Context: an optimization exercise on an open-source flow, tuned for a short achievable clock period and few clock cycles. The choices shown serve that exercise and are no tape-out recipe.
In this exercise RTL edits were held to simulation tests only and were not proved equivalent to the original.
Power and IR drop assume default switching activity.

## standard.sh

```bash
#!/bin/bash
# synth_recipe.tcl (not shown) runs the flow's synth.tcl, then flattens the netlist and writes it again
# the make line also repeats each setting of config.mk as NAME=value (left out here)
make -C /OpenROAD-flow-scripts/flow DESIGN_CONFIG=/design/flow/config.mk WORK_HOME=/design/flow/orfs CLKGATE_MAP_FILE= SYNTH_SCRIPT=/design/flow/synth_recipe.tcl "${@:-finish}"
```

## design.v

```verilog
`timescale 1ns / 1ps
package glpw_pkg;
   typedef enum logic {
      CMD_START    = 1'b0,
      CMD_CONTINUE = 1'b1
   } command_type;
   typedef enum logic [1:0] {
      AXIS_VERTICAL   = 2'd0,
      AXIS_HORIZONTAL = 2'd1,
      AXIS_DIAGONAL   = 2'd2
   } axis_mode_type;
   typedef struct packed {
      logic stop_at_occupant;
      logic info_mode;
      logic pass_through;
   } walk_flags_type;
   typedef struct packed {
      logic projectable;
      logic believed_wall;
      logic occupied;
   } cell_status_type;
   localparam int LEN_W = 8;
   localparam int             CSR_DATA_W          = 32;
   localparam int             CSR_ADDR_W          = 3;
   localparam logic           CSR_IDX_RANGE_LIMIT = 1'b0;
   localparam logic [LEN_W-1:0] RANGE_LIMIT_RESET = 8'd20;
   function automatic int entry_width(input int coord_bits);
      entry_width = 12 + 8 * coord_bits;
   endfunction
endpackage
`timescale 1ns / 1ps
`timescale 1ns / 1ps
`timescale 1ns / 1ps
`timescale 1ns / 1ps
module grid_line_path_walker #(
   parameter int COORD_BITS = 8
) (
   input  logic                  clock,
   input  logic                  reset,
   input  logic                  req_valid,
   output logic                  req_stall,
   input  logic                  req_command,
   input  logic [COORD_BITS-1:0] req_start_y,
   input  logic [COORD_BITS-1:0] req_start_x,
   input  logic [COORD_BITS-1:0] req_end_y,
   input  logic [COORD_BITS-1:0] req_end_x,
   input  logic                  req_pass_through,
   input  logic                  req_info_mode,
   input  logic                  req_stop_at_occupant,
   input  logic                  req_cell_projectable,
   input  logic                  req_cell_believed_wall,
   input  logic                  req_cell_occupied,
   output logic                  rsp_valid,
   input  logic                  rsp_stall,
   output logic [COORD_BITS-1:0] rsp_grid_y,
   output logic [COORD_BITS-1:0] rsp_grid_x,
   output logic                  rsp_grid_valid,
   output logic                  rsp_path_done,
   output logic [glpw_pkg::LEN_W-1:0] rsp_path_length,
   input  logic                  csr_psel,
   input  logic                  csr_penable,
   input  logic                  csr_pwrite,
   input  logic [glpw_pkg::CSR_ADDR_W-1:0] csr_paddr,
   input  logic [glpw_pkg::CSR_DATA_W-1:0] csr_pwdata,
   output logic [glpw_pkg::CSR_DATA_W-1:0] csr_prdata,
   output logic                  csr_pready
);
   localparam int CB = COORD_BITS;
   localparam int LW = glpw_pkg::LEN_W;
   localparam int DW = glpw_pkg::CSR_DATA_W;
   localparam int AW = glpw_pkg::CSR_ADDR_W;
   localparam int KW = CB + 4;    
   typedef logic [KW-1:0] word_type;
   typedef struct packed {
      logic          cmd;         
      logic          pass;        
      logic          info;
      logic          soo;
      logic          st_p;        
      logic          st_w;
      logic          st_o;
      logic          same;        
      logic          sdone;       
      logic          ydn;         
      logic          xdn;
      logic          vert;        
      logic          horz;        
      logic [CB-1:0] ay;          
      logic [CB-1:0] ax;
      logic [CB-1:0] y0;          
      logic [CB-1:0] x0;
      logic [CB-1:0] y1;          
      logic [CB-1:0] x1;
   } item_type;
   function automatic logic [KW:0] ks_add(input word_type a, input word_type b, input logic cin);
      word_type g, p, gg, pp;
      g  = a & b;
      p  = a ^ b;
      gg = g;
      pp = p;
      gg[0] = g[0] | (p[0] & cin);
      for (int s = 1; s < KW; s = s * 2) begin
         for (int i = KW - 1; i >= s; i--) begin
            gg[i] = gg[i] | (pp[i] & gg[i-s]);
            pp[i] = pp[i] & pp[i-s];
         end
      end
      ks_add = {gg[KW-1], p ^ {gg[KW-2:0], cin}};
   endfunction
   function automatic logic ks_cout(input word_type a, input word_type b, input logic cin);
      word_type g, p, gg, pp;
      g  = a & b;
      p  = a | b;
      gg = g;
      pp = p;
      gg[0] = g[0] | (p[0] & cin);
      for (int s = 1; s < KW; s = s * 2) begin
         for (int i = KW - 1; i >= s; i--) begin
            gg[i] = gg[i] | (pp[i] & gg[i-s]);
            pp[i] = pp[i] & pp[i-s];
         end
      end
      ks_cout = gg[KW-1];
   endfunction
   function automatic logic ks_uge(input word_type a, input word_type b);
      ks_uge = ks_cout(a, ~b, 1'b1);
   endfunction
   function automatic word_type ks_sub(input word_type a, input word_type b);
      logic [KW:0] r;
      r = ks_add(a, ~b, 1'b1);
      ks_sub = r[KW-1:0];
   endfunction
   function automatic logic ks_ge(input word_type a, input word_type b);
      logic [KW:0] r;
      r = ks_add(a, ~b, 1'b1);
      ks_ge = !r[KW-1];
   endfunction
   function automatic word_type ks_add3(input word_type a, input word_type b, input word_type c,
                                        input logic cin);
      word_type s, k;
      logic [KW:0] r;
      s = a ^ b ^ c;
      k = ((a & b) | (a & c) | (b & c)) << 1;
      r = ks_add(s, k, cin);
      ks_add3 = r[KW-1:0];
   endfunction
   function automatic logic [2*KW-1:0] csa(input word_type a, input word_type b, input word_type c);
      csa = {((a & b) | (a & c) | (b & c)) << 1, a ^ b ^ c};
   endfunction
   function automatic word_type w(input logic [CB-1:0] v);
      w = word_type'(v);
   endfunction
   function automatic logic [CB-1:0] step_coord(input logic [CB-1:0] v, input logic dn);
      logic [KW:0] r;
      r = ks_add(w(v), dn ? '1 : word_type'(1), 1'b0);
      step_coord = r[CB-1:0];
   endfunction
   logic [LW-1:0] range_limit_ff;
   logic          csr_hit;
   assign csr_hit    = (csr_paddr[AW-1:2] == glpw_pkg::CSR_IDX_RANGE_LIMIT);
   assign csr_pready = 1'b1;
   assign csr_prdata = csr_hit ? DW'(range_limit_ff) : '0;
   always_ff @(posedge clock) begin
      if (reset) begin
         range_limit_ff <= glpw_pkg::RANGE_LIMIT_RESET;
      end else if (csr_psel && csr_penable && csr_pwrite && csr_hit) begin
         range_limit_ff <= csr_pwdata[LW-1:0];
      end
   end
   item_type new_item;
   word_type sy, sx, ey, ex, dyp, dyn, dxp, dxn;
   logic     n_ydn, n_xdn, n_near;
   logic [CB-1:0] n_ay, n_ax, n_yp, n_ym, n_xp, n_xm;
   always_comb begin
      sy     = w(req_start_y);
      sx     = w(req_start_x);
      ey     = w(req_end_y);
      ex     = w(req_end_x);
      dyp    = ks_sub(ey, sy);
      dyn    = ks_sub(sy, ey);
      dxp    = ks_sub(ex, sx);
      dxn    = ks_sub(sx, ex);
      n_ydn  = !ks_uge(ey, sy);
      n_xdn  = !ks_uge(ex, sx);
      n_ay   = n_ydn ? dyn[CB-1:0] : dyp[CB-1:0];
      n_ax   = n_xdn ? dxn[CB-1:0] : dxp[CB-1:0];
      n_yp   = step_coord(req_start_y, 1'b0);
      n_ym   = step_coord(req_start_y, 1'b1);
      n_xp   = step_coord(req_start_x, 1'b0);
      n_xm   = step_coord(req_start_x, 1'b1);
      n_near = ((req_end_y == req_start_y) || ((req_end_y == n_yp) && (req_start_y != '1))
                || ((req_end_y == n_ym) && (req_start_y != '0)))
               && ((req_end_x == req_start_x) || ((req_end_x == n_xp) && (req_start_x != '1))
                   || ((req_end_x == n_xm) && (req_start_x != '0)));
      new_item.cmd   = req_command;
      new_item.pass  = req_pass_through;
      new_item.info  = req_info_mode;
      new_item.soo   = req_stop_at_occupant;
      new_item.st_p  = req_cell_projectable;
      new_item.st_w  = req_cell_believed_wall;
      new_item.st_o  = req_cell_occupied;
      new_item.same  = (req_start_y == req_end_y) && (req_start_x == req_end_x);
      new_item.sdone = (range_limit_ff[LW-1:1] == '0) || (!req_pass_through && n_near);
      new_item.ydn   = n_ydn;
      new_item.xdn   = n_xdn;
      new_item.vert  = !ks_uge(w(n_ax), w(n_ay));
      new_item.horz  = !ks_uge(w(n_ay), w(n_ax));
      new_item.ay    = n_ay;
      new_item.ax    = n_ax;
      new_item.y0    = req_start_y;
      new_item.x0    = req_start_x;
      new_item.y1    = n_ydn ? n_ym : n_yp;
      new_item.x1    = n_xdn ? n_xm : n_xp;
   end
   item_type it_f_ff, it_h0_ff, it_h1_ff, it;
   logic     fv_ff, hv0_ff, hv1_ff, hwp_ff, hrp_ff;
   logic     accept, take, hold_any, push, pop;
   assign hold_any  = hv0_ff || hv1_ff;
   assign req_stall = hold_any;
   assign accept    = req_valid && !hold_any;
   assign rsp_valid = hold_any || fv_ff;
   assign take      = rsp_valid && !rsp_stall;
   assign push      = fv_ff && !(take && !hold_any);
   assign pop       = take && hold_any;
   assign it        = !hold_any ? it_f_ff : (hrp_ff ? it_h1_ff : it_h0_ff);
   always_ff @(posedge clock) begin
      it_f_ff <= new_item;
   end
   always_ff @(posedge clock) begin
      if (reset) begin
         fv_ff  <= 1'b0;
         hv0_ff <= 1'b0;
         hv1_ff <= 1'b0;
         hwp_ff <= 1'b0;
         hrp_ff <= 1'b0;
      end else begin
         fv_ff <= accept;
         if (push) begin
            hwp_ff <= !hwp_ff;
         end
         if (pop) begin
            hrp_ff <= !hrp_ff;
         end
         if ((push && !hwp_ff) || (pop && !hrp_ff)) begin
            hv0_ff <= push && !hwp_ff;
         end
         if ((push && hwp_ff) || (pop && hrp_ff)) begin
            hv1_ff <= push && hwp_ff;
         end
      end
   end
   always_ff @(posedge clock) begin
      if (fv_ff && !hwp_ff) begin
         it_h0_ff <= it_f_ff;
      end
      if (fv_ff && hwp_ff) begin
         it_h1_ff <= it_f_ff;
      end
   end
   logic          active_ff;
   logic          pass_ff, info_ff, soo_ff;
   logic          vert_ff, diag_ff;
   logic          ydn_ff, xdn_ff;
   logic [CB-1:0] cand_y_ff, cand_x_ff;    
   logic [LW-1:0] cells_ff;                
   logic [LW-1:0] cells1_ff;               
   logic [LW-1:0] kc_ff;                   
   word_type      rc_ff;                   
   logic          tgtc_ff;                 
   logic [CB-1:0] major_ff;                
   word_type      d_ff;                    
   word_type      incp_ff, incn_ff;        
   logic          c_stop, c_give, c_done;
   logic [CB-1:0] s_y, s_x;
   always_comb begin
      s_y    = it.horz ? it.y0 : it.y1;
      s_x    = it.vert ? it.x0 : it.x1;
      c_stop = (info_ff ? it.st_w : !it.st_p) || (soo_ff && it.st_o);
      c_give = active_ff && !c_stop;
      c_done = (!pass_ff && tgtc_ff) || ks_uge(rc_ff, w(range_limit_ff));
      if (it.cmd == glpw_pkg::CMD_START) begin
         rsp_grid_y      = it.same ? '0 : s_y;
         rsp_grid_x      = it.same ? '0 : s_x;
         rsp_grid_valid  = !it.same;
         rsp_path_done   = it.same || it.sdone;
         rsp_path_length = it.same ? LW'(0) : LW'(1);
      end else begin
         rsp_grid_y      = c_give ? cand_y_ff : '0;
         rsp_grid_x      = c_give ? cand_x_ff : '0;
         rsp_grid_valid  = c_give;
         rsp_path_done   = !c_give || c_done;
         rsp_path_length = c_give ? cells1_ff : cells_ff;
      end
   end
   logic          s_diag, s_d0ge;
   word_type      s_a, s_m, s_d0;
   logic [CB-1:0] s_y2, s_x2, s_cy, s_cx;
   word_type      n_d;
   logic          n_dge, n_e;
   logic [CB-1:0] n_cy, n_cx;
   word_type      n_cells1;
   always_comb begin
      s_diag = !it.vert && !it.horz;
      s_a    = it.vert ? w(it.ay) : w(it.ax);
      s_m    = it.vert ? w(it.ax) : w(it.ay);
      s_d0   = ks_add3(s_m, s_m << 1, ~s_a, 1'b1);
      s_d0ge = !s_d0[KW-1];
      s_y2   = step_coord(it.y1, it.ydn);
      s_x2   = step_coord(it.x1, it.xdn);
      s_cy   = !it.horz ? s_y2 : (s_d0ge ? it.y1 : it.y0);
      s_cx   = !it.vert ? s_x2 : (s_d0ge ? it.x1 : it.x0);
      n_d      = ks_add(d_ff, d_ff[KW-1] ? incn_ff : incp_ff, 1'b0);
      n_dge    = !n_d[KW-1];
      n_e      = diag_ff || n_dge;
      n_cy     = (diag_ff || vert_ff || n_dge) ? step_coord(cand_y_ff, ydn_ff) : cand_y_ff;
      n_cx     = (diag_ff || !vert_ff || n_dge) ? step_coord(cand_x_ff, xdn_ff) : cand_x_ff;
      n_cells1 = ks_add(w(cells1_ff), word_type'(1), 1'b0);
   end
   always_ff @(posedge clock) begin
      if (reset) begin
         active_ff <= 1'b0;
         cells_ff  <= '0;
         cells1_ff <= LW'(1);
         pass_ff   <= 1'b0;
         info_ff   <= 1'b0;
         soo_ff    <= 1'b0;
      end else if (take) begin
         if (it.cmd == glpw_pkg::CMD_START) begin
            pass_ff <= it.pass;
            info_ff <= it.info;
            soo_ff  <= it.soo;
            if (it.same) begin
               active_ff <= 1'b0;
               cells_ff  <= '0;
               cells1_ff <= LW'(1);
            end else begin
               active_ff <= !it.sdone;
               cells_ff  <= LW'(1);
               cells1_ff <= LW'(2);
            end
         end else if (active_ff) begin
            if (c_stop) begin
               active_ff <= 1'b0;
            end else begin
               active_ff <= !c_done;
               cells_ff  <= cells1_ff;
               cells1_ff <= n_cells1[LW-1:0];
            end
         end
      end
   end
   always_ff @(posedge clock) begin
      if (take) begin
         if (it.cmd == glpw_pkg::CMD_START) begin
            vert_ff   <= it.vert;
            diag_ff   <= s_diag;
            ydn_ff    <= it.ydn;
            xdn_ff    <= it.xdn;
            cand_y_ff <= s_cy;
            cand_x_ff <= s_cx;
            kc_ff     <= s_diag ? LW'(2) : LW'(s_d0ge);
            rc_ff     <= s_diag ? word_type'(3) : word_type'(2);
            tgtc_ff   <= (s_a == word_type'(2));
            major_ff  <= s_a[CB-1:0];
            d_ff      <= s_d0;
            incp_ff   <= ks_sub(s_m << 1, s_a << 1);
            incn_ff   <= s_m << 1;
         end else if (c_give) begin
            cand_y_ff <= n_cy;
            cand_x_ff <= n_cx;
            kc_ff     <= kc_ff + LW'(n_e);
            rc_ff     <= ks_add(rc_ff, word_type'(1), n_e && kc_ff[0]);
            tgtc_ff   <= (n_cells1[LW-1:0] == major_ff);
            d_ff      <= n_d;
         end
      end
   end
endmodule
```

## config.mk

```make
export PLATFORM = sky130hd
export DESIGN_NAME = grid_line_path_walker
export DESIGN_NICKNAME = grid_line_path_walker
export VERILOG_FILES = /design/flow/design.v
export SDC_FILE = /design/flow/constraint.sdc
export NUM_CORES = 4
export LEC_CHECK = 0
export CAP_MARGIN = 20
export CORE_MARGIN = 2
export CORE_UTILIZATION = 40
export SLEW_MARGIN = 20
```

## flow/run.sh

```bash
#!/bin/bash
set -euo pipefail
bash standard.sh SETUP_SLACK_MARGIN=6.6 finish > orfs_make.log 2>&1
```

## constraint.sdc

```tcl
create_clock -name core_clock -period 10.5 [get_ports {clock}]
set_input_delay 2.1000 -clock core_clock [delete_from_list [all_inputs] [get_ports {clock}]]
set_output_delay 2.1000 -clock core_clock [all_outputs]
set_load 0.01 [all_outputs]
```

==> flow_summary.toml, run 1 <==
[synthesis]
yosysWarnings = 1
ys_ff_latch = 288
synth.top_cell.area_share_pct = 35.2
synthCells = 1618
async_flop_share_pct = 0
synth_area_leaders = "edfxtp_1, dfxtp_1, ha_1"
ys_types = 77
netlist_area_um2 = 16500
avgSynthCellArea_um2 = 10.2
yosys.area.top_type = "edfxtp_1"
synth_ff_type = "edfxtp_1"
ys_seq_area_share_pct = 46.6
yosysMostFrequentCell = "edfxtp_1"
synth_edf_count = 194
synth_common_cells = "edfxtp_1, nor2_1, a21oi_1, inv_1, mux2i_1"

[route]
top_layer = "met4"
routedWlPerCell_um = 19.2
drtIter0Drc = 865
drt_wl_total_um = 47100
dr_wl_met3_um = 2050
drc = 0
met1_length_um = 20300
vias_per_cell = 5.39
vias = 13200
postRouteAntennaNets = 0
wl_met2_um = 23100
first_pass_iters = 5

[power_and_ir_drop]
p_leak_nw = 8.94
clkPwrFrac_pct = 18.6
p_int_w = 0.00351
power.switching_w = 0.00213
p_per_area_nw_per_um2 = 247
ir_drop_mv = 0.204
seqPwrFrac_pct = 25.5
p_sw_share_pct = 37.7
comb_power_share_pct = 55.9

[outcome]
status = "complete, no violations"

[clock_network]
clockBufferDepth = 3
path_clk_slew_ps = 70
ctsHoldBuffers = 0
cts_tree = "yes"
clkLatencyLatePin_ps = 570
cts_num_sinks = 288
clock-root-buffer = "clkbuf_16"
cts_max_level = 1
numCtsBuffers = 29

[worst_setup_path]
cp.required_ps = 10810
cp-end-kind = "flip-flop"
cpMostUsedCell = "buf_6"
start_kind = "flip-flop"
path_class = "flip-flop to flip-flop"
arrival_ps = 5000
slowest_delay_ps = 480
slowest_stage = "fa_1"
cp_max_fo = 6

[sta]
slew_headroom_pct = 30.7
rsz0062_at_grt = "true"
fin_crit_ps = 4690
finClkSkew_ps = 18.9
drv_slew = 0
worstMarginPinSlew_ps = 1040
hold_viol = 0
setup_viol = 0
setup_tns_ps = 0
max_freq_ghz = 0.213
final.period_utilization_pct = 44.6
hold_ws_ps = 463

[finish]
num_antenna_cells = 0
fillers = 3365
final_nets = 2093
post-route-util_pct = 55.8
layout-drive-gt1-share_pct = 32.4
syn_to_final_growth_pct = 37.9

[place]
dpl.hpwl_um = 27400
gp_congestion = 0.851
io_buffers = 90

[global_route]
grt_pass1_wl_um = 71500
grt_max_degree = 68
grt_antenna_before_repair = 0
grt_overflow = 0
grt_pass1_vias = 12900
gr-usage-all-layers_pct = 20.7

[worst_hold_path]
hold_path.class = "flip-flop to flip-flop"

[floorplan]
fp.dieH_um = 207
die_x_um = 207
io_pins = 142
dieArea_um2 = 43000
coreArea_um2 = 40800
rows = 74
initial_utilization_pct = 40.5

[flow_run]
max-cap-violations = 0
metal layers:
metal / track usage (%) / up-vias
li1: - / 6269
met1: 26.7 / 6497
met2: 34.9 / 366
met3: 2.84 / 114
met4: 8.30 / 0
met5: 0 / -
final timing paths:
| check | slack (ps) | cells after the start | from | end |
|---|---|---|---|---|
| max | 5810 | 26 | hv1_ff | cand_x_ff[2] |
| min | 460 | 0 | it_f_ff[58] | it_h1_ff[58] |
| max reg2reg | 5810 | 26 | hv1_ff | cand_x_ff[2] |
| min reg2reg | 460 | 0 | it_f_ff[58] | it_h1_ff[58] |
power by group through the flow:
stage	Sequential (W)	Combinational [W]	Clock [W]
after floorplan	0.00144	0.00140	0
after global placement	0.00145	0.00176	0
after detailed placement	0.00145	0.00180	0
after CTS	0.00143	0.00262	0.00106
after global routing	0.00145	0.00336	0.00111
final	0.00144	0.00315	0.00105
state kept, by name (all words and copies together), names as in the netlist, 8 cells and up:
| signal | cells |
|---|---|
| rc_ff | 12 |
| cand_x_ff | 8 |
| it_h1_ff | 61 |
| incn_ff | 8 |
| cand_y_ff | 8 |
| cells_ff | 8 |
| it_h0_ff | 61 |
| incp_ff | 11 |
| d_ff | 11 |
| range_limit_ff | 8 |
| cells1_ff | 8 |
| major_ff | 8 |
| it_f_ff | 61 |
critical path, delay by kind of cell (launching register included):
| family | cells | cell delay, ps |
|---|---|---|
| compound gates | 8 | 1550 |
| buf+inv | 10 | 1120 |
| flops | 1 | 350 |
| fa+ha+maj | 2 | 790 |
| simple gates | 6 | 580 |
placed cells by master, fill, tap and decap left out, types with 18 or more instances in the layout:
cell	count
o21ai_1	18
xor2_1	41
nand2_1	72
buf_4	136
nor3_1	19
edfxtp_1	194
dfxtp_1	89
ha_1	73
a21oi_2	45
o21ai_0	45
nor2_1	130
o21ai_2	19
clkdlybuf4s50_1	22
nor2_4	28
conb_1	25
inv_1	107
nand2b_1	20
buf_12	21
a21o_1	19
buf_2	31
xnor2_1	69
a21oi_1	69
buf_6	64
nor2b_1	20
clkbuf_16	33
mux2i_1	81
cell type report:
type	count	area (um2)	share of cell area [%]
tap	532	666	2.92
clock buffer	40	860	3.77
inverter	123	522	2.29
multi-input combinational	1141	9620	42.2
timing repair inverter	1	8.76	0.0384
clock inverter	14	115	0.505
sequential	288	7720	33.9
timing repair buffer	317	3280	14.4
logic make-up (layout without fill, tap and decap cells):
kind of cell,count (synthesis),in the layout,synth area share [%]
xor+xnor,123,123,6.52
mux,107,107,6.55
compound gates,361,364,13.8
flops,288,288,46.6
fa+ha+maj,114,114,9.35
simple gates,407,408,11.5
other cells,2,25,0.0454
buf+inv,216,495,5.68
what timing repair did:
item,4_1_cts,5_1_grt
gates cloned,18,2
resized for setup,538,139
pin swaps,107,86
endpoints found under the setup margin,152,104
setup buffers,147,53
stage by stage:
stage	power (W)	worst slack [ps]	std cells	area, um2
after global placement	0.00321	4430	2182	18100
final	0.00564	5810	2456	22800
after CTS	0.00512	5880	2401	21800
after detailed placement	0.00326	4280	2182	18100
after global routing	0.00592	5660	2456	22800
after floorplan	0.00283	6010	1641	17000
Testbench counts, summed over its fixed seeds: cycles 46,506.
==> inputs of run 2 (changes only) <==
--- a/design.v
+++ b/design.v
@@ -212,49 +212,25 @@
       new_item.y1    = n_ydn ? n_ym : n_yp;
       new_item.x1    = n_xdn ? n_xm : n_xp;
    end
-   item_type it_f_ff, it_h0_ff, it_h1_ff, it;
-   logic     fv_ff, hv0_ff, hv1_ff, hwp_ff, hrp_ff;
-   logic     accept, take, hold_any, push, pop;
-   assign hold_any  = hv0_ff || hv1_ff;
-   assign req_stall = hold_any;
-   assign accept    = req_valid && !hold_any;
-   assign rsp_valid = hold_any || fv_ff;
-   assign take      = rsp_valid && !rsp_stall;
-   assign push      = fv_ff && !(take && !hold_any);
-   assign pop       = take && hold_any;
-   assign it        = !hold_any ? it_f_ff : (hrp_ff ? it_h1_ff : it_h0_ff);
+   item_type it_ff, it;
+   logic     rv_ff;
+   logic     hold, accept, take;
+   assign hold      = rv_ff && rsp_stall;
+   assign req_stall = hold;
+   assign accept    = req_valid && !hold;
+   assign take      = rv_ff && !rsp_stall;
+   assign rsp_valid = rv_ff;
+   assign it        = it_ff;
    always_ff @(posedge clock) begin
-      it_f_ff <= new_item;
-   end
-   always_ff @(posedge clock) begin
-      if (reset) begin
-         fv_ff  <= 1'b0;
-         hv0_ff <= 1'b0;
-         hv1_ff <= 1'b0;
-         hwp_ff <= 1'b0;
-         hrp_ff <= 1'b0;
-      end else begin
-         fv_ff <= accept;
-         if (push) begin
-            hwp_ff <= !hwp_ff;
-         end
-         if (pop) begin
-            hrp_ff <= !hrp_ff;
-         end
-         if ((push && !hwp_ff) || (pop && !hrp_ff)) begin
-            hv0_ff <= push && !hwp_ff;
-         end
-         if ((push && hwp_ff) || (pop && hrp_ff)) begin
-            hv1_ff <= push && hwp_ff;
-         end
+      if (!hold) begin
+         it_ff <= new_item;
       end
    end
    always_ff @(posedge clock) begin
-      if (fv_ff && !hwp_ff) begin
-         it_h0_ff <= it_f_ff;
-      end
-      if (fv_ff && hwp_ff) begin
-         it_h1_ff <= it_f_ff;
+      if (reset) begin
+         rv_ff <= 1'b0;
+      end else if (!hold) begin
+         rv_ff <= accept;
       end
    end
    logic          active_ff;
@@ -293,7 +269,7 @@
       end
    end
    logic          s_diag, s_d0ge;
-   word_type      s_a, s_m, s_d0;
+   word_type      s_a, s_m, s_d0, s_d0v, s_d0h;
    logic [CB-1:0] s_y2, s_x2, s_cy, s_cx;
    word_type      n_d;
    logic          n_dge, n_e;
@@ -303,8 +279,10 @@
       s_diag = !it.vert && !it.horz;
       s_a    = it.vert ? w(it.ay) : w(it.ax);
       s_m    = it.vert ? w(it.ax) : w(it.ay);
-      s_d0   = ks_add3(s_m, s_m << 1, ~s_a, 1'b1);
-      s_d0ge = !s_d0[KW-1];
+      s_d0v  = ks_add3(w(it.ax), w(it.ax) << 1, ~w(it.ay), 1'b1);
+      s_d0h  = ks_add3(w(it.ay), w(it.ay) << 1, ~w(it.ax), 1'b1);
+      s_d0   = it.vert ? s_d0v : s_d0h;
+      s_d0ge = it.vert ? !s_d0v[KW-1] : !s_d0h[KW-1];
       s_y2   = step_coord(it.y1, it.ydn);
       s_x2   = step_coord(it.x1, it.xdn);
       s_cy   = !it.horz ? s_y2 : (s_d0ge ? it.y1 : it.y0);
==> run 2 against run 1 <==
Compared with the run above: clock power shrank about 40%; combinational power shrank 49%; utilization shrank 4.3 points; synthesized area shrank 23%; via count shrank 25%; fmax grew 3.0%; cell count shrank 23%; sequential share of layout area shrank 5.6 points; critical endpoint is now csr_prdata[1]; largest power group unchanged; highest routed layer unchanged.
==> flow_summary.toml, run 2 <==
[clock_network]
numCtsBuffers = 17
cts_num_sinks = 162
clkLatencyLatePin_ps = 430
path_clk_slew_ps = 70
cts_max_level = 4
cts_tree = "yes"
clock-root-buffer = "clkbuf_16"
clockBufferDepth = 2

[floorplan]
dieArea_um2 = 33300
die_x_um = 183
initial_utilization_pct = 40.5
fp.dieH_um = 183
io_pins = 142
coreArea_um2 = 31500
rows = 65

[finish]
reg_top3 = "it_ff (61), rc_ff (12)"
fillers = 2799
layout-drive-gt1-share_pct = 23.2
regMostFlops = "it_ff"
largest_reg_flops = 61
mostFrequentLayoutCells = "edfxtp_1, inv_1, ha_1"
syn_to_final_growth_pct = 27.1
final_nets = 1697
num_antenna_cells = 0
regArea_um2 = 4580
multiInputGateArea_um2 = 8370
post-route-util_pct = 51.5
mostFrequentLayoutCell = "edfxtp_1"

[sta]
hold_ws_ps = 479
fin_crit_ps = 4550
drv_slew = 0
worstMarginPinSlew_ps = 949
final.period_utilization_pct = 43.3
setup_viol = 0
slew_headroom_pct = 36.6
hold_viol = 0
setup_tns_ps = 0
rsz0062_at_grt = "true"
max_freq_ghz = 0.220
finClkSkew_ps = 8.97

[route]
vias = 9917
postRouteAntennaNets = 0
vias_per_cell = 5.22
drt_wl_total_um = 32600
routedWlPerCell_um = 17.2
drtIter0Drc = 682
drc = 0
first_pass_iters = 5

[synthesis]
synth_compound_area_share_pct = 14.6
synth_fa_ha_area_share_pct = 14.8
synth_mux_area_share_pct = 5.89
async_flop_share_pct = 0
ys_ff_latch = 162
synth_edf_count = 133
avgSynthCellArea_um2 = 9.49
yosys.area_share.simple_pct = 12.8
synthCells = 1344
synth_common_cells = "inv_1, edfxtp_1, ha_1, nor2_1, xnor2_1"
netlist_area_um2 = 12800
synth_ff_type = "edfxtp_1"
yosysMostFrequentCell = "inv_1"
yosysWarnings = 1
synth_xor_area_share_pct = 8.92
ys_types = 70
synth.top_cell.area_share_pct = 31.3
synth_area_leaders = "edfxtp_1, ha_1, xnor2_1"
yosys.area.top_type = "edfxtp_1"
ys_seq_area_share_pct = 35.9
synth_top_family_by_area = "adder cells"

[worst_setup_path]
cp.required_ps = 8400
arrival_ps = 2450
cp_max_fo = 10
path_class = "input port to output port"
start_kind = "input port"
cp-end-kind = "output port"

[place]
gp_congestion = 0.892
io_buffers = 90
dpl.hpwl_um = 22900

[global_route]
grt_pass1_wl_um = 51300
grt_max_degree = 62
grt_pass1_vias = 9735
grt_overflow = 0
gr-usage-all-layers_pct = 19.4
grt_antenna_before_repair = 0

[power_and_ir_drop]
p_total_w = 0.00311
p_leak_nw = 6.84
p_per_area_nw_per_um2 = 192
ir_drop_mv = 0.143

[worst_hold_path]
hold_path.class = "flip-flop to flip-flop"

[outcome]
status = "complete, no violations"

[flow_run]
max-cap-violations = 0
-- run 2: cell count changes after synthesis, sizes merged, moves of 22 or more --
cell / previous run / this run
dfxtp: 94 / 29
nor2: 172 / 99
mux2i: 98 / 60
a21oi: 123 / 82
inv: 123 / 145
edfxtp: 194 / 133
-- run 2: worst max-delay path, stage by stage --
cell     delay [ps]
buf_12          130
nor2b_4         110
buf_6           100
-- run 2: cell type report --
type / instances / share of cell area, %
clock inverter: 14 / 1.03
clock buffer: 18 / 2.65
timing repair buffer: 164 / 9.70
multi-input combinational: 993 / 51.6
sequential: 162 / 28.3
tap: 402 / 3.10
inverter: 145 / 3.64
-- run 2: worst paths after layout --
check	start	endpoint	cells after the start	slack, ps
setup / recovery	csr_paddr[2]	csr_prdata[1]	3	5950
hold / removal	range_limit_ff[7]	range_limit_ff[7]	2	480
setup reg to reg	d_ff[11]	rc_ff[6]	20	6530
hold reg to reg	range_limit_ff[7]	range_limit_ff[7]	2	480
-- run 2: power breakdown --
part           switching, W  internal, W  total, W
registers         0.0000536     0.000819  0.000873
logic              0.000884     0.000719   0.00160
clock network      0.000292     0.000340  0.000632
total               0.00123      0.00188   0.00311
-- run 2: per-layer routing --
layer	global-route usage, %	share of wire (%)	vias to the layer above
li1	-	-	4947
met1	26.2	47	4712
met2	32.2	47	216
met3	2.35	3.5	42
met4	6.90	2.5	0
met5	0	0	-
-- run 2: timing repair --
item	CTS	global route
hold buffers	0	0
pin swaps	54	57
gates cloned	5	0
resized for setup	400	116
setup buffers	47	19
setup endpoints to repair	116	97
-- run 2: metrics by stage --
step                      area, um2  std cells  setup WS (ps)
after floorplan               13100       1367           5760
after global placement        14100       1795           4680
after detailed placement      14100       1795           4650
after CTS                     15700       1879           5950
after global routing          16200       1898           5880
final                         16200       1898           5950
-- run 2: kinds of logic (layout without fill, tap and decap cells) --
family / after synthesis / in the layout
compound gates: 290 / 290
fa+ha+maj: 136 / 136
mux: 73 / 73
other cells: 2 / 25
flops: 162 / 162
simple gates: 337 / 340
xor+xnor: 129 / 129
buf+inv: 215 / 341
Testbench counts of run 2, summed over its fixed seeds: cycles 46,506.
==> inputs of run 3 (changes only) <==
--- a/config.mk
+++ b/config.mk
@@ -7,5 +7,5 @@
 export LEC_CHECK = 0
 export CAP_MARGIN = 20
 export CORE_MARGIN = 2
-export CORE_UTILIZATION = 40
+export CORE_UTILIZATION = 70
 export SLEW_MARGIN = 20
==> run 3 against run 2 <==
Compared with the run above: count of clock-buffer cells in the layout is the same; register-to-register slack lost 170 ps; sequential share of layout area grew 0.11 points; largest cell class unchanged; clock power shrank 3%; clock skew grew 14 ps; sequential power grew 2.4%; cell count shrank 8.3%; global-route usage grew 17 points; hold slack gained 38 ps; still clean on timing, DRC and antenna; highest routed layer unchanged; first-iteration DRC count grew 130%; combinational power grew 7%; setup slack lost 68 ps.
==> flow_summary.toml, run 3 <==
[worst_setup_path]
arrival_ps = 2520
cp_max_fo = 3
slowest_stage = "edfxtp_1"
crit_buf_inv = 1
slowest_delay_ps = 420
cpMostUsedCell = "maj3_2"
cp-end-kind = "output port"
path_class = "flip-flop to output port"
crit_family = "compound AO/OA/AOI/OAI gates"
start_kind = "flip-flop"
cp.required_ps = 8400
crit_chain = "nor2b_1, a311oi_2, a221oi_2, o2bb2ai_2, maj3_2, maj3_2, o21ai_2, a31oi_4, buf_2"

[route]
drtIter0Drc = 1591
vias_per_cell = 6.67
drc = 0
postRouteAntennaNets = 0
routedWlPerCell_um = 24.3
drt_wl_total_um = 42300
vias = 11600
first_pass_iters = 9

[clock_network]
numCtsBuffers = 17
clkLatencyLatePin_ps = 460
path_clk_slew_ps = 70
cts_num_sinks = 162
cts_tree = "yes"
clock-root-buffer = "clkbuf_16"
clockBufferDepth = 2
cts_max_level = 4
ctsHoldBuffers = 0

[sta]
hold_viol = 0
final.period_utilization_pct = 44.0
fin_crit_ps = 4620
setup_viol = 0
setup_tns_ps = 0
finClkSkew_ps = 22.9
max_freq_ghz = 0.217
rsz0062_at_grt = "true"
slew_headroom_pct = 30.1
worstMarginPinSlew_ps = 1050
drv_slew = 0

[synthesis]
netlist_area_um2 = 12800
synth_edf_count = 133
ys_seq_area_share_pct = 35.9
synth_common_cells = "inv_1, edfxtp_1, ha_1, nor2_1, xnor2_1"
synth_ff_type = "edfxtp_1"
synth.top_cell.area_share_pct = 31.3
synth_area_leaders = "edfxtp_1, ha_1, xnor2_1"
ys_ff_latch = 162
yosysMostFrequentCell = "inv_1"
yosys.area.top_type = "edfxtp_1"
ys_types = 70
synthCells = 1344
avgSynthCellArea_um2 = 9.49
yosysWarnings = 1
async_flop_share_pct = 0

[finish]
largest_reg_flops = 61
mostFrequentLayoutCells = "edfxtp_1, inv_1, ha_1"
regMostFlops = "it_ff"
layout-drive-gt1-share_pct = 24.6
design_area_um2 = 16100
final_nets = 1712
reg_top3 = "it_ff (61), rc_ff (12)"
mostFrequentLayoutCell = "edfxtp_1"
syn_to_final_growth_pct = 26.5
num_antenna_cells = 0

[global_route]
grt_antenna_before_repair = 0
gr-usage-all-layers_pct = 36.7
grt_overflow = 0
grt_pass1_wl_um = 56400
grt_pass1_vias = 10700
grt_max_degree = 60

[place]
io_buffers = 90
placed_area_um2 = 13900
gp_congestion = 0.987
dpl.hpwl_um = 22600

[floorplan]
die_x_um = 139
coreArea_um2 = 17900
io_pins = 142
rows = 49
dieArea_um2 = 19300
initial_utilization_pct = 71.3
fp.dieH_um = 139

[power_and_ir_drop]
p_leak_nw = 6.89
ir_drop_mv = 0.163
p_per_area_nw_per_um2 = 199
p_total_w = 0.00322

[flow_run]
max-cap-violations = 0

[outcome]
status = "complete, no violations"

[worst_hold_path]
hold_path.class = "flip-flop to flip-flop"
==> run 3: cell counts after synthesis <==
No cell type changed its count.
==> run 3: worst paths after layout <==
path | from | to | slack, ps | cells after the start
setup / recovery | rc_ff[1] | rsp_path_done | 5880 | 9
hold / removal | it_ff[49] | vert_ff | 520 | 0
setup reg to reg | d_ff[11] | rc_ff[6] | 6360 | 21
hold reg to reg | it_ff[49] | vert_ff | 520 | 0
==> run 3: logic make-up after synthesis <==
logic type / count (synthesis) / share of synthesized area (%)
muxes: 73 / 5.89
other: 2 / 0.0589
DFF: 162 / 35.9
adders and majority gates: 136 / 14.8
buffers and inverters: 215 / 7.11
xor gates and xnor gates: 129 / 8.92
AOI/OAI and AO/OA: 290 / 14.6
and+or+nand+nor: 337 / 12.8
==> run 3: timing repair <==
item | CTS | global route
gates resized for setup | 379 | 144
pin swaps | 50 | 45
endpoints found under the setup margin | 98 | 95
cloned | 8 | 0
buffers inserted | 52 | 25
==> run 3: area by class of cell <==
class | instances | area (um2)
Clock buffer | 18 | 439
Inverter | 145 | 594
Fill cell | 732 | 1760
Clock inverter | 14 | 120
Timing Repair Buffer | 178 | 1730
Tap cell | 229 | 287
Sequential cell | 162 | 4580
Multi-Input combinational cell | 994 | 8400
==> run 3: through the flow <==
step | cells | hold slack [ps] | setup WS, ps | utilization (%)
4_1_cts | 1714 | 478 | 5960 | 86.2
6_report | 1740 | 517 | 5880 | 90.2
3_5_place_dp | 1622 | 458 | 4650 | 77.7
2_1_floorplan | 1367 | 424 | 5760 | -
3_3_place_gp | 1622 | 451 | 4670 | 77.7
5_1_grt | 1740 | 526 | 5820 | 90.2
==> run 3: power by group <==
group	total [W]	internal [W]	switching, W
sequential	0.000894	0.000820	0.0000740
combinational	0.00171	0.000721	0.000987
clock	0.000614	0.000317	0.000297
total	0.00322	0.00186	0.00136
==> run 3: routing by layer <==
| layer | GRT usage (%) | share of wire [%] |
|---|---|---|
| met3 | 4.49 | 9.1 |
| met2 | 63.9 | 49 |
| met5 | 0 | 0 |
| met1 | 45.2 | 34 |
| met4 | 18.6 | 7.6 |
==> run 3: worst reg2reg max path: stages (launching register included) <==
cell      delay (ps)
edfxtp_1         490
mux2_4           360
ha_4             160
fa_2             340
a21o_1           180
a21oi_2          140
nor2b_1           70
o21a_1           210
o41ai_4          370
o21ai_2          110
xor2_2           140
buf_6            150
nor2_4            40
inv_2             60
ha_4             140
inv_4             50
ha_4             150
inv_2             50
ha_4             180
nand2_2           70
or3_1            330
a21oi_1          180
==> inputs of run 4 (changes only) <==
--- a/design.v
+++ b/design.v
@@ -156,15 +156,20 @@
       step_coord = r[CB-1:0];
    endfunction
    logic [LW-1:0] range_limit_ff;
+   logic [LW-1:0] range_limit_n_ff;    
    logic          csr_hit;
    assign csr_hit    = (csr_paddr[AW-1:2] == glpw_pkg::CSR_IDX_RANGE_LIMIT);
    assign csr_pready = 1'b1;
-   assign csr_prdata = csr_hit ? DW'(range_limit_ff) : '0;
+   logic [LW-1:0] csr_rd;
+   assign csr_rd     = ~({LW{!csr_hit}} | range_limit_n_ff);
+   assign csr_prdata = DW'(csr_rd);
    always_ff @(posedge clock) begin
       if (reset) begin
-         range_limit_ff <= glpw_pkg::RANGE_LIMIT_RESET;
+         range_limit_ff   <= glpw_pkg::RANGE_LIMIT_RESET;
+         range_limit_n_ff <= ~glpw_pkg::RANGE_LIMIT_RESET;
       end else if (csr_psel && csr_penable && csr_pwrite && csr_hit) begin
-         range_limit_ff <= csr_pwdata[LW-1:0];
+         range_limit_ff   <= csr_pwdata[LW-1:0];
+         range_limit_n_ff <= ~csr_pwdata[LW-1:0];
       end
    end
    item_type new_item;
--- a/config.mk
+++ b/config.mk
@@ -7,5 +7,5 @@
 export LEC_CHECK = 0
 export CAP_MARGIN = 20
 export CORE_MARGIN = 2
-export CORE_UTILIZATION = 70
+export CORE_UTILIZATION = 40
 export SLEW_MARGIN = 20
==> run 4 against run 3 <==
Compared with the run above: still clean on timing, DRC and antenna; design area increased by 4.6%; clock skew decreased by 6.3 ps; register-to-register slack improved by 140 ps; combinational power decreased by 4%; synthesized cell count increased by 3.6%; global-route usage decreased by 17 points; cell count increased by 15%; utilization decreased by 38 points; wire length decreased by 21%; critical path type unchanged; largest power group unchanged.
==> flow_summary.toml, run 4 <==
[global_route]
gr-usage-all-layers_pct = 19.5
grt_overflow = 0
grt_antenna_before_repair = 0
grt_max_degree = 62
grt_pass1_vias = 9896
grt_pass1_wl_um = 52000

[floorplan]
io_pins = 142
die_x_um = 185
fp.dieH_um = 185
coreArea_um2 = 32400
initial_utilization_pct = 40.5
rows = 66
dieArea_um2 = 34200

[worst_setup_path]
path_class = "flip-flop to output port"
arrival_ps = 2600
cp.required_ps = 8400
start_kind = "flip-flop"
slowest_delay_ps = 430
rrSetupSlack_ps = 6500
cp.depth = 9
crit_family = "adder cells"
rr_endpoint = "rc_ff[8]"
crit_chain = "nor2b_1, a311oi_1, o221ai_1, nand2_1, maj3_2, maj3_2, maj3_2, o22a_1, buf_2"
worstRegToRegCells = 21
startpoint = "rc_ff[2]"
crit_buf_inv = 1
cp-endpoint = "rsp_path_done"
reg2reg_from = "d_ff[11]"
cp_max_fo = 4
cpMostUsedCell = "maj3_2"
cp-end-kind = "output port"
slowest_stage = "edfxtp_1"

[sta]
layout_setup_ws_ps = 5800
setup_viol = 0
worstMarginPinSlew_ps = 899
max_freq_ghz = 0.213
final.period_utilization_pct = 44.8
hold_viol = 0
finClkSkew_ps = 16.6
drv_slew = 0
slew_headroom_pct = 39.9
fin_crit_ps = 4700
setup_tns_ps = 0
rsz0062_at_grt = "true"

[route]
postRouteAntennaNets = 0
vias = 10300
drt_wl_total_um = 33600
vias_per_cell = 5.17
drc = 0
routedWlPerCell_um = 16.8
first_pass_iters = 5
drtIter0Drc = 595

[finish]
regMostFlops = "it_ff"
final_nets = 1756
syn_to_final_growth_pct = 28.9
mostFrequentLayoutCell = "edfxtp_1"
num_antenna_cells = 0
mostFrequentLayoutCells = "edfxtp_1, inv_1, ha_1"
reg_top3 = "it_ff (61), rc_ff (12)"
largest_reg_flops = 61
layout-drive-gt1-share_pct = 25.3
fin_cells = 1997

[synthesis]
synth_compound_area_share_pct = 15.0
yosys.area.top_type = "edfxtp_1"
yosys.area_share.simple_pct = 12.8
ys_seq_area_share_pct = 36.1
avgSynthCellArea_um2 = 9.41
yosysMostFrequentCell = "inv_1"
async_flop_share_pct = 0
synth.top_cell.area_share_pct = 30.5
ys_ff_latch = 170
synth_top_family_by_area = "compound AO/OA/AOI/OAI gates"
synth_fa_ha_area_share_pct = 14.5
synth_xor_area_share_pct = 8.55
synth_area_leaders = "edfxtp_1, ha_1, xnor2_1"
synth_mux_area_share_pct = 5.96
netlist_area_um2 = 13100
synth_common_cells = "inv_1, edfxtp_1, ha_1, nor2_1, nand2_1"
synthCells = 1392
ys_types = 71
synth_edf_count = 133
yosysWarnings = 1
synth_ff_type = "edfxtp_1"

[clock_network]
ctsHoldBuffers = 0
numCtsBuffers = 17
clockBufferDepth = 2
cts_num_sinks = 170
cts_tree = "yes"
cts_max_level = 4
clock-root-buffer = "clkbuf_16"
path_clk_slew_ps = 80
clkLatencyLatePin_ps = 440

[place]
dp.cells = 1876
dpl_worst_slack_ps = 4640
gp_congestion = 0.855
io_buffers = 90
dpl.hpwl_um = 23300

[outcome]
status = "complete, no violations"

[power_and_ir_drop]
ir_drop_mv = 0.115
p_per_area_nw_per_um2 = 189
p_leak_nw = 7.08

[flow_run]
max-cap-violations = 0

[worst_hold_path]
hold_path.class = "flip-flop to flip-flop"
## run 4: changes by cell type in the layout (fill, tap and decap cells not counted), sizes merged, moves of 4 or more
cell,before,now
o21ai,85,92
nand2b,17,21
a21oi,82,86
inv,152,148
a31oi,5,9
nor2,99,106
dfxtp,29,37
nand2,83,93
a211o,2,7
nand3,25,21
buf,128,134
## run 4: metrics by stage
| stage | total power (W) | instance area (um2) | hold WS [ps] | utilization [%] |
|---|---|---|---|---|
| finish | 0.00320 | 16900 | 473 | 52.2 |
| global route | 0.00342 | 16900 | 512 | 52.2 |
| CTS | 0.00314 | 16300 | 480 | 50.3 |
| detailed placement | 0.00240 | 14600 | 469 | 45.0 |
| global placement | 0.00236 | 14600 | 462 | 45.0 |
| floorplan | 0.00204 | 13500 | 424 | - |
## run 4: worst min-delay path by stage
stage                            startpoint                end  slack (ps)  cells past startpoint
after floorplan                   it_ff[49]            vert_ff         420                      0
after global placement               soo_ff             soo_ff         460                      2
after detailed placement  range_limit_ff[0]  range_limit_ff[0]         470                      2
after CTS                 range_limit_ff[0]  range_limit_ff[0]         480                      2
after global routing      range_limit_ff[6]  range_limit_ff[6]         510                      2
final                     range_limit_ff[0]  range_limit_ff[0]         470                      2
## run 4: worst register-to-register path: cells and delay by family, from the launching register on
kind,cells,cell delay [ps]
flops,1,470
fa+ha+maj,5,990
xor+xnor,2,340
compound gates,5,980
mux,1,350
buf+inv,4,330
simple gates,4,330
## run 4: power by group
group	internal, W	switching, W
registers	0.000849	0.0000528
clock network	0.000331	0.000309
logic	0.000743	0.000910
## run 4: cell families after synthesis
group / count (synthesis)
mux: 76
compound gates: 309
buf+inv: 220
flops: 170
fa+ha+maj: 137
simple gates: 351
xor+xnor: 127
other cells: 2
## run 4: area by class of cell
cell class              count  area, um2
fillers                  2930      15500
well taps                 442        553
repair inverters            1       11.3
clock inverters            14        170
inverters                 142        601
flip-flops and latches    170       4740
clock buffers              18        439
repair buffers            182       1750
multi-input cells        1028       8620
## run 4: timing repair
item	4_1_cts	5_1_grt
gates cloned	6	1
pin swaps	61	36
gates resized for setup	407	152
setup endpoints to repair	110	82
setup buffers	63	19
## run 4: layer usage
layer	vias to the layer above	routed length, um	part of all wire, %	GRT usage (%)
li1	5146	-	-	-
met1	4918	15400	46	26.2
met2	221	16400	49	33.0
met3	39	1150	3.4	2.20
met4	0	675	2.0	5.75
met5	-	0	0	0
Testbench counts of run 4, summed over its fixed seeds: cycles 46,506.
==> inputs of run 5 (changes only) <==
--- a/design.v
+++ b/design.v
@@ -156,20 +156,15 @@
       step_coord = r[CB-1:0];
    endfunction
    logic [LW-1:0] range_limit_ff;
-   logic [LW-1:0] range_limit_n_ff;    
    logic          csr_hit;
    assign csr_hit    = (csr_paddr[AW-1:2] == glpw_pkg::CSR_IDX_RANGE_LIMIT);
    assign csr_pready = 1'b1;
-   logic [LW-1:0] csr_rd;
-   assign csr_rd     = ~({LW{!csr_hit}} | range_limit_n_ff);
-   assign csr_prdata = DW'(csr_rd);
+   assign csr_prdata = csr_hit ? DW'(range_limit_ff) : '0;
    always_ff @(posedge clock) begin
       if (reset) begin
-         range_limit_ff   <= glpw_pkg::RANGE_LIMIT_RESET;
-         range_limit_n_ff <= ~glpw_pkg::RANGE_LIMIT_RESET;
+         range_limit_ff <= glpw_pkg::RANGE_LIMIT_RESET;
       end else if (csr_psel && csr_penable && csr_pwrite && csr_hit) begin
-         range_limit_ff   <= csr_pwdata[LW-1:0];
-         range_limit_n_ff <= ~csr_pwdata[LW-1:0];
+         range_limit_ff <= csr_pwdata[LW-1:0];
       end
    end
    item_type new_item;
==> flow/run.sh (replaced) <==
#!/bin/bash
set -euo pipefail
PINS='-group_pins {csr_prdata[0] csr_prdata[1] csr_prdata[2] csr_prdata[3] csr_paddr[2] csr_prdata[4] csr_prdata[5] csr_prdata[6] csr_prdata[7]} -group_pins {rsp_stall req_stall}'
bash standard.sh "PLACE_PINS_ARGS=$PINS" SETUP_SLACK_MARGIN=6.6 finish > orfs_make.log 2>&1
==> run 5 against run 4 <==
Compared with the run above: global-route usage decreased by 0.19 points; power decreased by 0.84%; combinational power about the same; synthesized area decreased by 2.6%; hold slack improved by 6.6 ps; critical path type is now input port to output port.
==> flow_summary.toml, run 5 <==
[outcome]
status = "complete, no violations"

[finish]
regArea_um2 = 4580
regMostFlops = "it_ff"
largest_reg_flops = 61
mostFrequentLayoutCells = "edfxtp_1, inv_1, ha_1"
syn_to_final_growth_pct = 27.9
mostFrequentLayoutCell = "edfxtp_1"
reg_top3 = "it_ff (61), rc_ff (12)"
num_antenna_cells = 0
final_nets = 1697
multiInputGateArea_um2 = 8310
layout-drive-gt1-share_pct = 22.6
fillers = 2831

[sta]
setup_viol = 0
max_freq_ghz = 0.220
hold_viol = 0
drv_slew = 0
final.period_utilization_pct = 43.4
slew_headroom_pct = 35.7
finClkSkew_ps = 13.5
rsz0062_at_grt = "true"
setup_tns_ps = 0
fin_crit_ps = 4550
hold_ws_ps = 479
worstMarginPinSlew_ps = 962

[power_and_ir_drop]
ir_drop_mv = 0.125
p_leak_nw = 6.92
p_per_area_nw_per_um2 = 194

[clock_network]
ctsHoldBuffers = 0
cts_max_level = 4
clockBufferDepth = 2
clock-root-buffer = "clkbuf_16"
path_clk_slew_ps = 70
numCtsBuffers = 17
cts_num_sinks = 162
clkLatencyLatePin_ps = 430
cts_tree = "yes"

[route]
drtIter0Drc = 715
wl_met2_um = 15600
top_layer = "met4"
dr_wl_met3_um = 1670
first_pass_iters = 6
drt_wl_total_um = 32400
postRouteAntennaNets = 0
vias_per_cell = 5.29
met1_length_um = 14500
vias = 10000
routedWlPerCell_um = 17.1
drc = 0

[floorplan]
fp.dieH_um = 183
initial_utilization_pct = 40.5
io_pins = 142
dieArea_um2 = 33300
coreArea_um2 = 31500
die_x_um = 183
rows = 65

[synthesis]
synth_fa_ha_area_share_pct = 14.8
synth_ff_type = "edfxtp_1"
avgSynthCellArea_um2 = 9.49
synth_area_leaders = "edfxtp_1, ha_1, xnor2_1"
ys_seq_area_share_pct = 35.9
synth_edf_count = 133
synth_mux_area_share_pct = 5.89
netlist_area_um2 = 12800
async_flop_share_pct = 0
yosys.area_share.simple_pct = 12.8
synth_common_cells = "inv_1, edfxtp_1, ha_1, nor2_1, xnor2_1"
synthCells = 1344
yosys.area.top_type = "edfxtp_1"
synth_xor_area_share_pct = 8.92
yosysMostFrequentCell = "inv_1"
synth.top_cell.area_share_pct = 31.3
ys_ff_latch = 162
yosysWarnings = 1
synth_compound_area_share_pct = 14.6
synth_top_family_by_area = "adder cells"
ys_types = 70

[worst_setup_path]
worstRegToRegCells = 20
start_kind = "input port"
reg2reg_from = "d_ff[11]"
slowest_stage = "buf_12"
path_class = "input port to output port"
rr_endpoint = "rc_ff[6]"
crit_family = "buffers and inverters"
crit_buf_inv = 2
cp-end-kind = "output port"
slowest_delay_ps = 130
crit_chain = "buf_12, nor2b_4, buf_6"
cp.required_ps = 8400
cp_max_fo = 10
arrival_ps = 2450
rrSetupSlack_ps = 6540

[place]
dpl.hpwl_um = 23100
gp_congestion = 0.861
io_buffers = 90

[worst_hold_path]
hold_path.class = "flip-flop to flip-flop"
hold_start = "range_limit_ff[7]"
holdPathStages = 2
holdPathEnd = "range_limit_ff[7]"

[global_route]
grt_pass1_wl_um = 50600
grt_antenna_before_repair = 0
grt_max_degree = 62
grt_pass1_vias = 9535
grt_overflow = 0
gr-usage-all-layers_pct = 19.3

[flow_run]
max-cap-violations = 0
==> run 5: kinds of logic (layout without fill, tap and decap cells) <==
kind of cell / after synthesis / in the layout
and+or+nand+nor: 337 / 340
AOI/OAI and AO/OA: 290 / 290
buffers and inverters: 215 / 341
DFF: 162 / 162
adders and majority gates: 136 / 136
xor gates and xnor gates: 129 / 129
muxes: 73 / 73
other: 2 / 25
==> run 5: area by class of cell <==
class | count | area share (%)
well taps | 402 | 3.08
inverters | 145 | 3.67
flip-flops and latches | 162 | 28.1
repair buffers | 164 | 10.2
multi-input cells | 993 | 51.0
clock inverters | 11 | 0.928
clock buffers | 21 | 3.09
==> run 5: worst register-to-register path, stage by stage, from the launching register on <==
cell and delay (ps):
edfxtp_1 430, mux2_4 340, ha_4 170, fa_2 340, a21o_1 170, a21oi_2 140
nor2b_1 60, o21a_1 210, o41ai_4 340, o21ai_2 120, xor2_2 280, nor2_2 70
inv_1 60, ha_2 160, inv_2 40, ha_2 160, inv_2 60, ha_4 160
nand2_2 60, or3_1 300, a21oi_1 150
==> run 5: worst max path at each step <==
stage | from | endpoint | slack (ps) | cells after the start
after floorplan | req_end_y[0] | it_ff[49] | 5760 | 12
after detailed placement | rsp_stall | req_stall | 4620 | 4
final | csr_paddr[2] | csr_prdata[1] | 5950 | 3
after CTS | csr_paddr[2] | csr_prdata[1] | 5950 | 3
after global routing | rc_ff[1] | rsp_path_done | 5860 | 9
after global placement | rsp_stall | req_stall | 4660 | 4
==> run 5: timing repair <==
item,CTS,global route
gates cloned,5,1
endpoints found under the setup margin,116,91
gates resized for setup,372,139
buffers inserted,39,26
pin swaps,40,52
==> run 5: per-layer routing <==
metal	up-vias	global-route usage, %
met3	32	1.92
met5	-	0
li1	4938	-
met2	273	31.3
met1	4796	26.9
met4	0	6.74
==> run 5: power by group <==
group          switching, W  total (W)  internal [W]
combinational      0.000892    0.00162      0.000724
clock              0.000276   0.000680      0.000404
sequential        0.0000538   0.000873      0.000820
total               0.00122    0.00317       0.00195
==> run 5: through the flow <==
step	total power, W	utilization (%)	cell area [um2]	setup slack, ps	instances
2_1_floorplan	0.00200	-	13100	5760	1367
3_3_place_gp	0.00232	44.9	14100	4660	1795
3_5_place_dp	0.00236	44.9	14100	4620	1795
4_1_cts	0.00311	49.6	15600	5950	1871
5_1_grt	0.00338	51.8	16300	5860	1898
6_report	0.00317	51.8	16300	5950	1898
Testbench counts of run 5, summed over its fixed seeds: cycles 46,506.
==> inputs of run 6 (changes only) <==
--- a/design.v
+++ b/design.v
@@ -242,6 +242,7 @@
    logic [LW-1:0] cells1_ff;               
    logic [LW-1:0] kc_ff;                   
    word_type      rc_ff;                   
+   logic          rcge_ff;                 
    logic          tgtc_ff;                 
    logic [CB-1:0] major_ff;                
    word_type      d_ff;                    
@@ -253,7 +254,7 @@
       s_x    = it.vert ? it.x0 : it.x1;
       c_stop = (info_ff ? it.st_w : !it.st_p) || (soo_ff && it.st_o);
       c_give = active_ff && !c_stop;
-      c_done = (!pass_ff && tgtc_ff) || ks_uge(rc_ff, w(range_limit_ff));
+      c_done = (!pass_ff && tgtc_ff) || rcge_ff;
       if (it.cmd == glpw_pkg::CMD_START) begin
          rsp_grid_y      = it.same ? '0 : s_y;
          rsp_grid_x      = it.same ? '0 : s_x;
@@ -327,6 +328,33 @@
          end
       end
    end
+   logic     n_inc2, csr_wr;
+   word_type n_rc1, n_rc2;
+   logic     n_ge1, n_ge2;
+   always_comb begin
+      n_inc2 = n_e && kc_ff[0];
+      n_rc1  = ks_add(rc_ff, word_type'(1), 1'b0);
+      n_rc2  = ks_add(rc_ff, word_type'(2), 1'b0);
+      n_ge1  = ks_uge(n_rc1, w(range_limit_ff));
+      n_ge2  = ks_uge(n_rc2, w(range_limit_ff));
+      csr_wr = csr_psel && csr_penable && csr_pwrite && csr_hit;
+   end
+   always_ff @(posedge clock) begin
+      if (reset) begin
+         rc_ff   <= '0;
+         rcge_ff <= 1'b0;
+      end else if (csr_wr) begin
+         rcge_ff <= ks_uge(rc_ff, w(csr_pwdata[LW-1:0]));
+      end else if (take) begin
+         if (it.cmd == glpw_pkg::CMD_START) begin
+            rc_ff   <= s_diag ? word_type'(3) : word_type'(2);
+            rcge_ff <= s_diag ? (range_limit_ff <= LW'(3)) : (range_limit_ff <= LW'(2));
+         end else if (c_give) begin
+            rc_ff   <= n_inc2 ? n_rc2 : n_rc1;
+            rcge_ff <= n_inc2 ? n_ge2 : n_ge1;
+         end
+      end
+   end
    always_ff @(posedge clock) begin
       if (take) begin
          if (it.cmd == glpw_pkg::CMD_START) begin
@@ -337,7 +365,6 @@
             cand_y_ff <= s_cy;
             cand_x_ff <= s_cx;
             kc_ff     <= s_diag ? LW'(2) : LW'(s_d0ge);
-            rc_ff     <= s_diag ? word_type'(3) : word_type'(2);
             tgtc_ff   <= (s_a == word_type'(2));
             major_ff  <= s_a[CB-1:0];
             d_ff      <= s_d0;
@@ -347,7 +374,6 @@
             cand_y_ff <= n_cy;
             cand_x_ff <= n_cx;
             kc_ff     <= kc_ff + LW'(n_e);
-            rc_ff     <= ks_add(rc_ff, word_type'(1), n_e && kc_ff[0]);
             tgtc_ff   <= (n_cells1[LW-1:0] == major_ff);
             d_ff      <= n_d;
          end
==> flow/run.sh (replaced) <==
#!/bin/bash
set -euo pipefail
bash standard.sh SETUP_SLACK_MARGIN=6.6 finish > orfs_make.log 2>&1
==> run 6 against run 5 <==
Compared with the run above: still clean; clock power down 13%; die area is 6.2% higher; setup slack worse by 400 ps; sequential share of layout area fell by 3.3 points; power down 0.93%; count of clock-buffer cells in the layout fell by 4; design area is 11% higher; fmax is 8.2% lower; non-clock buffer count grew 75; synthesized cell count rose by 12%; first-iteration DRC count down 1.7%; cell count is 14% higher.
==> flow_summary.toml, run 6 <==
[clock_network]
cts_tree = "yes"
cts_max_level = 4
path_clk_slew_ps = 70
clockBufferDepth = 2
clock-root-buffer = "clkbuf_16"
clkLatencyLatePin_ps = 430
cts_num_sinks = 163
numCtsBuffers = 17

[synthesis]
avgSynthCellArea_um2 = 9.01
synth.top_cell.area_share_pct = 26.8
yosys.area.top_type = "edfxtp_1"
ys_seq_area_share_pct = 33.0
synth_area_leaders = "edfxtp_1, ha_1, xnor2_1"
async_flop_share_pct = 0
synthCells = 1506
ys_types = 75
yosysMostFrequentCell = "inv_1"
netlist_area_um2 = 13600
synth_common_cells = "inv_1, edfxtp_1, a21oi_1, ha_1"
synth_edf_count = 121
yosysWarnings = 1
synth_ff_type = "edfxtp_1"
ys_ff_latch = 163

[route]
drtIter0Drc = 703
drc = 0
vias_per_cell = 5.33
routedWlPerCell_um = 17.3
drt_wl_total_um = 37300
postRouteAntennaNets = 0
vias = 11500
first_pass_iters = 5

[power_and_ir_drop]
ir_drop_mv = 0.118
p_per_area_nw_per_um2 = 174
p_leak_nw = 7.45

[sta]
setup_tns_ps = 0
hold_viol = 0
fin_crit_ps = 4960
rsz0062_at_grt = "true"
slew_headroom_pct = 35.0
final.period_utilization_pct = 47.2
max_freq_ghz = 0.202
worstMarginPinSlew_ps = 972
layout_setup_ws_ps = 5540
drv_slew = 0
finClkSkew_ps = 16.4
setup_viol = 0

[global_route]
grt_antenna_before_repair = 0
grt_pass1_wl_um = 57600
grt_overflow = 0
gr-usage-all-layers_pct = 20.2
grt_max_degree = 68
grt_pass1_vias = 11300

[finish]
final_nets = 1914
num_antenna_cells = 0
regMostFlops = "it_ff"
layout-drive-gt1-share_pct = 27.9
mostFrequentLayoutCell = "inv_1"
mostFrequentLayoutCells = "inv_1, edfxtp_1, a21oi_1"
fillers = 2992
largest_reg_flops = 61
syn_to_final_growth_pct = 33.4
reg_top3 = "it_ff (61), rc_ff (12)"

[floorplan]
coreArea_um2 = 33400
fp.dieH_um = 188
die_x_um = 188
initial_utilization_pct = 40.6
rows = 67
io_pins = 142
dieArea_um2 = 35400

[flow_run]
max-cap-violations = 0

[place]
gp_congestion = 0.877
io_buffers = 90
dpl.hpwl_um = 24600
dpl_worst_slack_ps = 3820

[worst_setup_path]
cp.required_ps = 10750
arrival_ps = 5210
cp_max_fo = 5
cp-end-kind = "flip-flop"
start_kind = "input port"
path_class = "input port to flip-flop"

[worst_hold_path]
hold_path.class = "flip-flop to flip-flop"

[outcome]
status = "complete, no violations"
## run 6: worst max-delay path, stage by stage
cell and delay (ps):
buf_12 90, inv_12 30, ha_4 160, fa_2 390
nor3_4 170, o31ai_4 100, a21oi_4 240, inv_4 70
mux2i_2 170, maj3_2 310, maj3_2 300, maj3_2 310
or3_4 370, and4_1 190, o311ai_2 210
## run 6: cells by family after synthesis
| group | synth area share, % |
|---|---|
| other | 0.0554 |
| adders and majority gates | 15.2 |
| and+or+nand+nor | 13.2 |
| DFF | 33.0 |
| muxes | 5.33 |
| AOI/OAI and AO/OA | 16.9 |
| xor gates and xnor gates | 8.65 |
| buffers and inverters | 7.59 |
## run 6: final timing paths
check / endpoint / depth (start not counted) / startpoint / slack [ps]
worst min-delay path: pass_ff / 2 / pass_ff / 480
worst max register to register: rc_ff[10] / 21 / d_ff[11] / 6330
worst max-delay path: it_ff[49] / 15 / req_end_x[0] / 5540
worst min register to register: pass_ff / 2 / pass_ff / 480
## run 6: what timing repair did
action,in CTS,in global routing
buffers inserted,84,46
pin swaps,66,66
gates cloned,4,7
resized for setup,508,162
hold buffers,0,0
endpoints found under the setup margin,115,145
## run 6: final cells by class
| cell class | count | area, um2 | area share (%) |
|---|---|---|---|
| Multi-Input combinational cell | 1119 | 9400 | 51.9 |
| Inverter | 161 | 646 | 3.57 |
| Sequential cell | 163 | 4470 | 24.7 |
| Tap cell | 448 | 561 | 3.10 |
| Timing Repair Buffer | 239 | 2470 | 13.6 |
| Clock inverter | 15 | 120 | 0.664 |
| Clock buffer | 17 | 425 | 2.35 |
## run 6: per-layer routing
metal | global-route usage (%) | wire, um | vias to the layer above
met2 | 34.0 | 18100 | 265
met4 | 6.72 | 845 | 0
met1 | 26.6 | 17000 | 5554
li1 | - | - | 5652
met5 | 0 | 0 | -
met3 | 3.01 | 1380 | 49
## run 6: stage by stage
stage / util, % / std cells / total power [W] / hold slack, ps / cell area [um2]
global placement: 45.0 / 1989 / 0.00228 / 466 / 15000
detailed placement: 45.0 / 1989 / 0.00232 / 468 / 15000
global route: 54.1 / 2162 / 0.00337 / 503 / 18100
CTS: 50.9 / 2109 / 0.00304 / 478 / 17000
floorplan: - / 1529 / 0.00198 / 453 / 14000
finish: 54.1 / 2162 / 0.00314 / 480 / 18100
## run 6: power by group
group | leakage (nW) | switching [W] | internal (W)
clock network | 0.267 | 0.000285 | 0.000309
logic | 5.67 | 0.000899 | 0.000779
registers | 1.52 | 0.0000583 | 0.000810
total | 7.45 | 0.00124 | 0.00190
Testbench counts of run 6, summed over its fixed seeds: cycles 46,506.

## re-timing with driven ports
In the flow no input, the clock included, has a driving cell. The finished layouts below were timed again as built, in two steps. Step 1, drivers: a clkbuf_16 drives clock and a buf_2 each remaining input, both assumed. Step 2, shift: input delay + t, output delay - t, t = (earliest + latest rising clock arrival at the registers) / 2. This alone moves slack from input paths to output paths. Slacks: no drivers / after step 1 / after step 2; pairs: no drivers / after step 1.
| run | shift t [ns] | setup slack, ns | worst register clock-pin slew, ns | worst slew at a driven data input, ns |
|---|---|---|---|---|
| run 1 | 0.615 | 5.813 / 5.813 / 5.619 | 0.07 / 0.07 | 0.14 |
| run 2 | 0.476 | 5.951 / 5.903 / 5.531 | 0.07 / 0.07 | 0.06 |
| run 3 | 0.508 | 5.883 / 5.825 / 5.502 | 0.08 / 0.08 | 0.17 |
| run 4 | 0.474 | 5.801 / 5.757 / 5.422 | 0.08 / 0.08 | 0.07 |
| run 5 | 0.473 | 5.948 / 5.899 / 5.485 | 0.08 / 0.08 | 0.09 |
| run 6 | 0.478 | 5.543 / 5.533 / 5.055 | 0.08 / 0.08 | 0.16 |
After both steps every run listed still meets setup and hold. The setup slack of run 6, which loses most, moves by -0.010 ns with the drivers and by -0.488 ns with both steps.
